This is an optimization exercise on Yosys and OpenROAD, whose aim is small area, a short achievable clock period and few clock cycles per item, not a production implementation. Function was checked by simulation only, so behaviour that the tests miss may differ from the original.

File: flow/run.sh
#!/bin/bash
# Standard layout (standard.sh), with timing repair aimed 6.5 ns below the clock period.
set -euo pipefail
export SETUP_SLACK_MARGIN=6.5
bash standard.sh finish > standard.log 2>&1
File: standard.sh
#!/bin/bash
# synth_recipe.tcl (not shown) runs the flow's synth.tcl, then flattens the netlist and writes it again
# the make line also repeats each setting of config.mk as NAME=value (left out here)
make -C /OpenROAD-flow-scripts/flow DESIGN_CONFIG=/design/flow/config.mk WORK_HOME=/design/flow/orfs CLKGATE_MAP_FILE= SYNTH_SCRIPT=/design/flow/synth_recipe.tcl "${@:-finish}"
File: config.mk
export PLATFORM = sky130hd
export DESIGN_NAME = q16_16_fixed_point_alu
export DESIGN_NICKNAME = q16_16_fixed_point_alu
export VERILOG_FILES = /design/flow/design.v
export SDC_FILE = /design/flow/constraint.sdc
export NUM_CORES = 4
export LEC_CHECK = 0
export ABC_AREA = 1
export CAP_MARGIN = 20
export CORE_MARGIN = 2
export CORE_UTILIZATION = 55
export SLEW_MARGIN = 20
File: constraint.sdc
create_clock -name core_clock -period 12.0 [get_ports {clock}]
set_input_delay 2.4000 -clock core_clock [delete_from_list [all_inputs] [get_ports {clock}]]
set_output_delay 2.4000 -clock core_clock [all_outputs]
set_load 0.01 [all_outputs]
File: design.v
`timescale 1ns / 1ps
package q16_pkg;
   localparam int unsigned DataWidth  = 32;
   localparam int unsigned OpWidth    = 3;
   localparam int unsigned StatWidth  = 2;
   localparam int unsigned DivBits    = 49;    
   localparam int unsigned CntWidth   = 6;
   localparam logic [OpWidth-1:0] OpAdd = 3'd0;
   localparam logic [OpWidth-1:0] OpSub = 3'd1;
   localparam logic [OpWidth-1:0] OpMul = 3'd2;
   localparam logic [OpWidth-1:0] OpDiv = 3'd3;
   localparam logic [OpWidth-1:0] OpRem = 3'd4;
   localparam logic [StatWidth-1:0] StOk   = 2'd0;
   localparam logic [StatWidth-1:0] StOvf  = 2'd1;
   localparam logic [StatWidth-1:0] StDiv0 = 2'd2;
   localparam logic [DataWidth-1:0] OvfCode = 32'h8000_0000;
   typedef struct packed {
      logic load;     
      logic step;     
      logic finish;   
   } q16_cmd_type;
   typedef struct packed {
      logic iter_done;
      logic is_div;
   } q16_stat_type;
endpackage
`timescale 1ns / 1ps
module q16_16_fixed_point_alu (
   input  logic                                 clock,
   input  logic                                 reset,
   input  logic                                 req_valid,
   output logic                                 req_ready,
   input  logic [q16_pkg::OpWidth-1:0]          req_type,
   input  logic signed [q16_pkg::DataWidth-1:0] operand_a,
   input  logic signed [q16_pkg::DataWidth-1:0] operand_b,
   output logic                                 rsp_valid,
   input  logic                                 rsp_ready,
   output logic signed [q16_pkg::DataWidth-1:0] result_value,
   output logic [q16_pkg::StatWidth-1:0]        status
);
   localparam logic [1:0] KMul  = 2'd0;    
   localparam logic [1:0] KDiv  = 2'd1;
   localparam logic [1:0] KRem  = 2'd2;
   localparam logic [1:0] KZero = 2'd3;
   logic [31:0] aq, bq;
   logic        sbq;       
   logic        bzq;       
   logic        e_busy, e_first, e_ovf;
   logic        e_nost, e_mofl;
   logic [4:0]  e_cnt;
   logic [66:0] S;         
   logic        f_valid, f_s, f_ovf, f_div0;
   logic [1:0]  f_kind;
   logic is_add, is_sub, is_mul, is_div, is_rem, is_dr;
   logic is_as;    
   logic e_done, e_adv, f_fire, cap;
   logic        h_valid;
   logic [33:0] h_val;
   always_comb begin
      if (is_dr)       e_done = e_first ? (bzq | e_nost) : (e_cnt <= 5'd1);
      else if (is_mul) e_done = (e_cnt == 5'd0) | e_mofl;
      else             e_done = 1'b1;
   end
   assign f_fire    = f_valid & (~h_valid | rsp_ready);
   assign e_adv     = ~f_valid | f_fire;
   assign req_ready = e_adv & (~e_busy | e_done);
   assign cap       = req_valid & req_ready;
   logic [32:0] sum;
   assign sum = {aq[31], aq} + ({bq[31], bq} ^ {33{is_sub}}) + {32'd0, is_sub};
   function automatic logic [14:0] booth_enc(input logic [8:0] b9);
      logic [10:0] bx;
      logic [14:0] c;
      bx = {b9[8], b9, 1'b0};
      for (int j = 0; j < 5; j++) begin
         c[3*j]   = bx[2*j+1] ^ bx[2*j];
         c[3*j+1] = (bx[2*j+2] & ~bx[2*j+1] & ~bx[2*j]) | (~bx[2*j+2] & bx[2*j+1] & bx[2*j]);
         c[3*j+2] = bx[2*j+2] & ~(bx[2*j+1] & bx[2*j]);
      end
      booth_enc = c;
   endfunction
   function automatic logic [1:0] top_byte(input logic [31:0] x);
      if (x[31:23] != {9{x[31]}})      top_byte = 2'd3;
      else if (x[23:15] != {9{x[23]}}) top_byte = 2'd2;
      else if (x[15:7] != {9{x[15]}})  top_byte = 2'd1;
      else                             top_byte = 2'd0;
   endfunction
   function automatic logic [7:0] byte_sel(input logic [31:0] x, input logic [1:0] j);
      case (j)
         2'd0: byte_sel = x[7:0];
         2'd1: byte_sel = x[15:8];
         2'd2: byte_sel = x[23:16];
         default: byte_sel = x[31:24];
      endcase
   endfunction
   logic [1:0]  mja, mjb, mj_in;
   logic [7:0]  mtopa, mtopb, mtop_in, mnxt;
   logic        swap_in;
   logic [31:0] a_in, b_in;
   always_comb begin
      mja     = top_byte(operand_a);
      mjb     = top_byte(operand_b);
      mtopa   = byte_sel(operand_a, mja);
      mtopb   = byte_sel(operand_b, mjb);
      swap_in = (req_type == q16_pkg::OpMul) && (mja < mjb);
      mj_in   = swap_in ? mja : mjb;
      mtop_in = swap_in ? mtopa : mtopb;
      a_in    = swap_in ? operand_b : operand_a;
      b_in    = swap_in ? operand_a : operand_b;
      case (e_cnt[1:0])
         2'd1: mnxt = bq[7:0];
         2'd2: mnxt = bq[15:8];
         default: mnxt = bq[23:16];
      endcase
   end
   logic [14:0] mctl;
   always_ff @(posedge clock) begin
      if (cap)                          mctl <= booth_enc({mtop_in[7], mtop_in});
      else if (e_busy && e_adv && is_mul) mctl <= booth_enc({1'b0, mnxt});
   end
   logic [63:0] mrow [5];
   logic [4:0]  mneg;
   logic [63:0] macc, mnext;
   always_comb begin
      for (int j = 0; j < 5; j++) begin
         logic [33:0] m, r;
         m = mctl[3*j] ? {{2{aq[31]}}, aq} : (mctl[3*j+1] ? {aq[31], aq, 1'b0} : 34'd0);
         r = m ^ {34{mctl[3*j+2]}};
         mneg[j] = mctl[3*j+2];
         if (j == 0) mrow[j] = {21'h1FFFFF, 7'd0, ~r[33], r[33], r[33], r[32:0]};
         else        mrow[j] = ({29'd0, 1'b1, ~r[33], r[32:0]} << (2*j))
                               | ({63'd0, mneg[j-1]} << (2*j-2));
      end
   end
   assign macc  = e_first ? 64'd0 : S[63:0];
   function automatic logic [127:0] csa(input logic [63:0] x, input logic [63:0] y,
                                        input logic [63:0] w);
      logic [63:0] sm, cy;
      sm = x ^ y ^ w;
      cy = (x & y) | (x & w) | (y & w);
      csa = {sm, cy[62:0], 1'b0};
   endfunction
   logic [63:0] ms1, mc1, ms2, mc2, ms3, mc3, ms4, mc4;
   always_comb begin
      {ms1, mc1} = csa(mrow[0], mrow[1], mrow[2]);
      {ms2, mc2} = csa(mrow[3], mrow[4], {macc[55:0], 8'd0});
      {ms3, mc3} = csa(ms1, mc1, ms2);
      {ms4, mc4} = csa(ms3, mc3, mc2);
   end
   assign mnext = ms4 + mc4;
   function automatic logic [5:0] len_sig(input logic [31:0] x);
      logic [31:0] y;
      logic [5:0]  l;
      y = x ^ {32{x[31]}};
      l = 6'd0;
      for (int i = 0; i < 32; i++) if (y[i]) l = i + 1;
      len_sig = l + {5'd0, x[31] & ((y | (y >> 1)) == y)};
   endfunction
   logic [31:0] amag, bmag;
   logic [5:0]  la, lb;
   logic signed [7:0] z, la_s, lb_s;
   logic [3:0]  ssel;      
   logic        preovf;
   logic [4:0]  steps;
   logic [66:0] sinit;
   assign amag = aq[31] ? (~aq + 32'd1) : aq;
   assign bmag = bq[31] ? (~bq + 32'd1) : bq;
   assign la   = len_sig(operand_a);
   assign lb   = len_sig(operand_b);
   logic [5:0] la_q, lb_q;
   assign e_nost = is_rem ? (lb_q > la_q) : ({1'b0, la_q} >= {1'b0, lb_q} + 7'd16);
   assign e_mofl = ({1'b0, la_q} + {1'b0, lb_q} >= 7'd50);
   always_comb begin
      la_s = {2'b00, la_q};
      lb_s = {2'b00, lb_q};
      z = (is_div ? 8'sd18 : 8'sd31) - la_s + lb_s;
      preovf = is_div & (z < 8'sd3);
      if (z >= 8'sd32)      ssel = 4'd8;
      else if (z[7])        ssel = 4'd0;
      else                  ssel = {1'b0, z[4:2]};
      if (preovf) steps = 5'd0;
      else        steps = (is_div ? 5'd18 : 5'd16) - {ssel, 1'b0};
   end
   always_comb begin
      sinit = is_div ? ({35'd0, amag} << (17 + 4 * ssel)) : ({35'd0, amag} << (4 + 4 * ssel));
   end
   logic [31:0] r1, r2;
   logic [32:0] t1, t2;
   logic        q1, q2;
   logic [30:0] rem1, rem2;
   logic [66:0] snext_div;
   assign r1   = {S[66:36], S[35]};
   assign t1   = {1'b0, r1} - {1'b0, bq};
   assign q1   = ~t1[32];
   assign rem1 = q1 ? t1[30:0] : r1[30:0];
   assign r2   = {rem1, S[34]};
   assign t2   = {1'b0, r2} - {1'b0, bq};
   assign q2   = ~t2[32];
   assign rem2 = q2 ? t2[30:0] : r2[30:0];
   assign snext_div = {rem2, S[33:0], q1, q2};
   always_ff @(posedge clock) begin
      if (cap) begin
         aq    <= a_in;
         bq    <= b_in;
         is_add <= (req_type == q16_pkg::OpAdd);
         is_sub <= (req_type == q16_pkg::OpSub);
         is_as  <= (req_type == q16_pkg::OpAdd) || (req_type == q16_pkg::OpSub);
         is_mul <= (req_type == q16_pkg::OpMul);
         is_div <= (req_type == q16_pkg::OpDiv);
         is_rem <= (req_type == q16_pkg::OpRem);
         is_dr  <= (req_type == q16_pkg::OpDiv) || (req_type == q16_pkg::OpRem);
         sbq   <= operand_b[31];
         bzq   <= (operand_b == 32'd0);
         e_cnt <= {3'd0, mj_in};
         la_q  <= la;
         lb_q  <= lb;
      end else if (e_busy && e_adv) begin
         if (is_dr) begin
            if (e_first) begin
               bq    <= bmag;
               e_cnt <= steps;
               e_ovf <= preovf;
            end else if (e_cnt != 5'd0) begin
               e_cnt <= e_cnt - 5'd1;
            end
         end else if (is_mul) begin
            e_cnt <= e_cnt - 5'd1;
         end
      end
   end
   always_ff @(posedge clock) begin
      if (e_busy && e_adv) begin
         if (is_as) begin
            S[63:0] <= {{15{sum[32]}}, sum, 16'd0};
         end else if (is_mul) begin
            S[63:0] <= mnext;
         end else if (is_dr) begin
            if (e_first)              S <= sinit;
            else if (e_cnt != 5'd0)   S <= snext_div;
         end
      end
   end
   always_ff @(posedge clock) begin
      if (reset) begin
         e_busy  <= 1'b0;
         e_first <= 1'b0;
      end else if (cap) begin
         e_busy  <= 1'b1;
         e_first <= 1'b1;
      end else if (e_busy && e_adv) begin
         e_first <= 1'b0;
         if (e_done) e_busy <= 1'b0;
      end
   end
   always_ff @(posedge clock) begin
      if (e_busy && e_done && e_adv) begin
         f_div0 <= is_dr & bzq;
         f_ovf  <= (is_div & (e_first ? e_nost : e_ovf)) | (is_mul & e_mofl);
         f_s    <= is_div ? (aq[31] ^ sbq) : aq[31];
         if (is_mul || is_as)            f_kind <= KMul;
         else if (is_div)                f_kind <= KDiv;
         else if (is_rem)                f_kind <= KRem;
         else                            f_kind <= KZero;
      end
   end
   always_ff @(posedge clock) begin
      if (reset)                         f_valid <= 1'b0;
      else if (e_busy && e_done && e_adv) f_valid <= 1'b1;
      else if (f_fire)                   f_valid <= 1'b0;
   end
   logic [31:0] fx, fres, fval;
   logic        fc, fs, fovf;
   logic [1:0]  fst;
   always_comb begin
      fx   = 32'd0;
      fc   = 1'b0;
      fs   = 1'b0;
      fovf = 1'b0;
      case (f_kind)
         KMul: begin
            fx   = S[47:16];
            fc   = S[15] & (S[63] ? (S[14:0] != 15'd0) : 1'b1);
            fovf = f_ovf || ((S[63:47] != 17'd0) && (S[63:47] != 17'h1FFFF)) ||
                   (!S[47] && (S[46:16] == 31'h7FFFFFFF) && fc);
         end
         KDiv: begin
            fx   = {1'b0, S[31:1]};
            fc   = S[0];
            fs   = f_s;
            fovf = f_ovf || (S[35:32] != 4'd0) || (S[31:0] == 32'hFFFFFFFF);
         end
         KRem: begin
            fx = {1'b0, S[66:36]};
            fs = f_s;
         end
         default: ;
      endcase
      fres = (fx ^ {32{fs}}) + {31'd0, fc ^ fs};
      if (f_div0) begin
         fval = (f_kind == KDiv) ? q16_pkg::OvfCode : 32'd0;
         fst  = q16_pkg::StDiv0;
      end else if (fovf) begin
         fval = q16_pkg::OvfCode;
         fst  = q16_pkg::StOvf;
      end else if (f_kind == KZero) begin
         fval = 32'd0;
         fst  = q16_pkg::StOk;
      end else begin
         fval = fres;
         fst  = q16_pkg::StOk;
      end
   end
   always_ff @(posedge clock) begin
      if (reset)          h_valid <= 1'b0;
      else if (f_fire)    h_valid <= 1'b1;
      else if (rsp_ready) h_valid <= 1'b0;
   end
   always_ff @(posedge clock) begin
      if (f_fire) h_val <= {fst, fval};
   end
   assign rsp_valid    = h_valid;
   assign result_value = h_val[31:0];
   assign status       = h_val[33:32];
endmodule
==> summary.txt <==
Drt
  – Drt pass-1 iters: 10
  – Vias per cell: 6.360
  – Routed length per instance: 25.22 um
  – DRC Markers: 0
  – Routed Antenna Nets: 0
  – Drt total wl: 159700 um
  – Via count: 40270
  – DRT iter0 DRCs: 6616

Critical path
  – Crit path buf inv count: 6
  – Worst path max stage delay: 570 ps
  – Slowest cell on crit path: fa_1
  – Delay-heaviest family, CP: compound AO/OA/AOI/OAI gates
  – Critical path class: reg2reg
  – CP endpoint kind: flip-flop
  – Critical path arrival: 6100 ps
  – CP most frequent cell: inv_1
  – CP Launch Type: flip-flop
  – Critical path peak fanout: 5
  – Req. time, crit path: 12330 ps

Finish
  – Layout cell share with drive strength beyond 1: 0.1614
  – Multi-input logic area: 26810 um2
  – Final Non-Filler Cells: 6331
  – Commonest non-fill, non-tap cell in the layout: nand2_1
  – Most frequent cells in the layout: nand2_1, inv_1, o21ai_0
  – Final Net Count: 5912
  – Final-layout fill cell count: 5478
  – Sequential cell area: 6317 um2
  – Area Overhead vs Synth: 22.04%

Clocking
  – H-tree levels: 1
  – Clk buf depth: 3
  – Clock sinks: 213
  – Clock insertion delay at the later pin of the skew report: 600 ps
  – Clock Pin Slew Worst Setup and Hold Paths: 60 ps
  – Num CTS Buffers: 28
  – Clock tree from TritonCTS: done
  – Clk root buf: clkbuf_16

Status
  – Outcome: complete, no violations

Synth
  – Avg Inst Size Synth: 6.698 um2
  – Top FF cell, synth: edfxtp_1
  – Flops & latches, synth: 213
  – Unique cell type count in the Yosys netlist: 75
  – Area leader, netlist: edfxtp_1
  – Async S/R FF share, synth: 0
  – Area share of the largest cell type after synthesis: 0.1764
  – Net count after synthesis: 5659
  – Sequential share of the synthesized area: 0.1810
  – Synth Warn #: 2
  – Mapped Area: 34890 um2
  – Number of synthesized flops with an enable pin: 205
  – Synth Instances: 5209
  – Synth top area cells: edfxtp_1, nand2_1, o21ai_0

Placed design
  – Inst Count DP: 6002
  – DP HPWL: 115900 um
  – Final GP Congestion: 1.080
  – I/O Buffers: 106

Timing
  – RSZ-0062 raised after global routing: yes
  – Slew Limit Fails: 0
  – Final setup vio count: 0
  – F_max: 173.2 MHz
  – Final Cycle Share: 0.4811
  – Max-slew headroom: 0.3480
  – Clock skew after layout: 11.03 ps
  – Final Hold Viols: 0
  – Fin crit period: 5773 ps
  – Worst Tran Pin Value: 978.0 ps
  – Setup total negative slack: 0 ps

GRT
  – Grt ovf: 0
  – Vias in the first global route: 35720
  – Initial antenna violation count: 2
  – Global-route wire length before repair: 223000 um
  – Total track usage: 0.4480
  – Pin count of the biggest net entering global routing: 83

Floorplanning
  – Die area: 65470 um2
  – Die Y: 255.9 um
  – Starting Density: 0.5551
  – Chip width: 255.9 um
  – Area of the core: 62850 um2
  – Ports: 107
  – # rows: 92

Hold path
  – HP Class: reg2reg

Job
  – Max-Cap Viols: 0
[cell usage after synthesis (all sizes together), types with 3 or more instances]
cell type  count
a211oi         5
a21boi        18
a21o          15
a21oi        311
a221oi         7
a22oi          5
a31oi         50
a32oi          3
and2           4
buf           70
clkbuf       148
clkinv         8
dfxtp          8
edfxtp       205
fa           133
ha           246
inv          768
mux2i          9
nand2       1157
nand3        261
nand4         60
nor2         337
nor3          54
nor3b          3
nor4          44
o2111ai        8
o211ai        69
o21a          22
o21ai        665
o21bai         9
o221ai        19
o22ai         21
o31ai          9
o32ai          4
o41ai          4
or2           29
xnor2        109
xor2         292
[state kept, by name (all words and copies together) (netlist names), 2 cells and up]
signal / flops
bq: 32
f_kind: 2
S: 67
mctl: 13
aq: 32
e_cnt: 5
lb_q: 6
la_q: 6
h_val: 34
[area by class of cell]
type / instances / share of cell area
Inverter: 776 / 0.07149
Clock inverter: 22 / 0.005113
Tap cell: 846 / 0.02486
Sequential cell: 213 / 0.1484
Antenna cell: 1 / 0.00005877
Timing Repair inverter: 8 / 0.001293
Multi-Input combinational cell: 4004 / 0.6297
Timing Repair Buffer: 431 / 0.1020
Clock buffer: 30 / 0.01713
[path summary, 6_finish.rpt]
kind | slack (ps) | endpoint | cells after the start | from
worst max-delay path | 6230 | S[35] | 25 | aq[7]
worst min-delay path | 500 | e_busy | 2 | e_busy
worst max register to register | 6230 | S[35] | 25 | aq[7]
worst min register to register | 500 | e_busy | 2 | e_busy
[kinds of logic after synthesis]
group                      after synthesis  share of synthesized area
xor gates and xnor gates               401                     0.1009
muxes                                   10                   0.002905
adders and majority gates              379                     0.1645
and+or+nand+nor                       1957                     0.2401
buffers and inverters                  994                     0.1102
AOI/OAI and AO/OA                     1255                     0.2003
DFF                                    213                     0.1810
[layer usage]
layer / vias to the layer above / global-route usage / wire length [um]
met5: - / 0 / 0
met4: 0 / 0.2531 / 13010
met3: 815 / 0.1503 / 24050
met2: 3075 / 0.6607 / 65180
met1: 18520 / 0.5737 / 57420
li1: 17850 / - / -
[metrics by stage]
step             util  hold slack [ps]  cell area (um2)  setup WS (ps)
2_1_floorplan       -            450.0            34900           6494
3_3_place_gp   0.5815            469.1            36550           4910
3_5_place_dp   0.5815            473.9            36550           4715
4_1_cts        0.6267            482.3            39390           6400
5_1_grt        0.6774            528.9            42580           6170
6_report       0.6775            502.5            42580           6227
[tightest hold or removal path: cells and delay by family, from the launching register on]
| family | cells | cell delay (ps) |
|---|---|---|
| compound gates | 1 | 60 |
| flops | 1 | 320 |
| simple gates | 1 | 70 |
[repair_timing]
| action | CTS | global route |
|---|---|---|
| buffers inserted | 90 | 154 |
| cloned | 16 | 16 |
| endpoints found under the setup margin | 134 | 108 |
| resized for setup | 274 | 479 |
| hold endpoints to repair | 0 | 0 |
| pin swaps | 50 | 203 |
| hold buffers | 0 | 0 |
Testbench counts, summed over its fixed seeds: cycles 13,084, ops 4,800.

## what the ideal ports hide
The flow's constraints put no driver on any port. The routed layout listed below was extracted and timed again, unchanged, in two steps.
Step 1, drivers: a clkbuf_16 drives clock and a buf_2 each remaining input, both assumed.
Step 2 adds t to the input delays and takes it off the output delays; t is the mean of the earliest and latest rising clock arrival at the registers after step 1. Input paths then give back, and output paths get back, about the clock's delay inside the block.
Three values: ideal ports, drivers, drivers and shift; two values: the first two.
t, ns: 0.661
setup WS [ns]: 6.227 / 6.227 / 6.016
worst setup path at the end: input to register
pins driven straight from the clock port: 1
After both steps setup and hold are still met in this run. For this run, drivers alone change the setup slack by 0.000 ns; drivers and shift together by -0.211 ns.
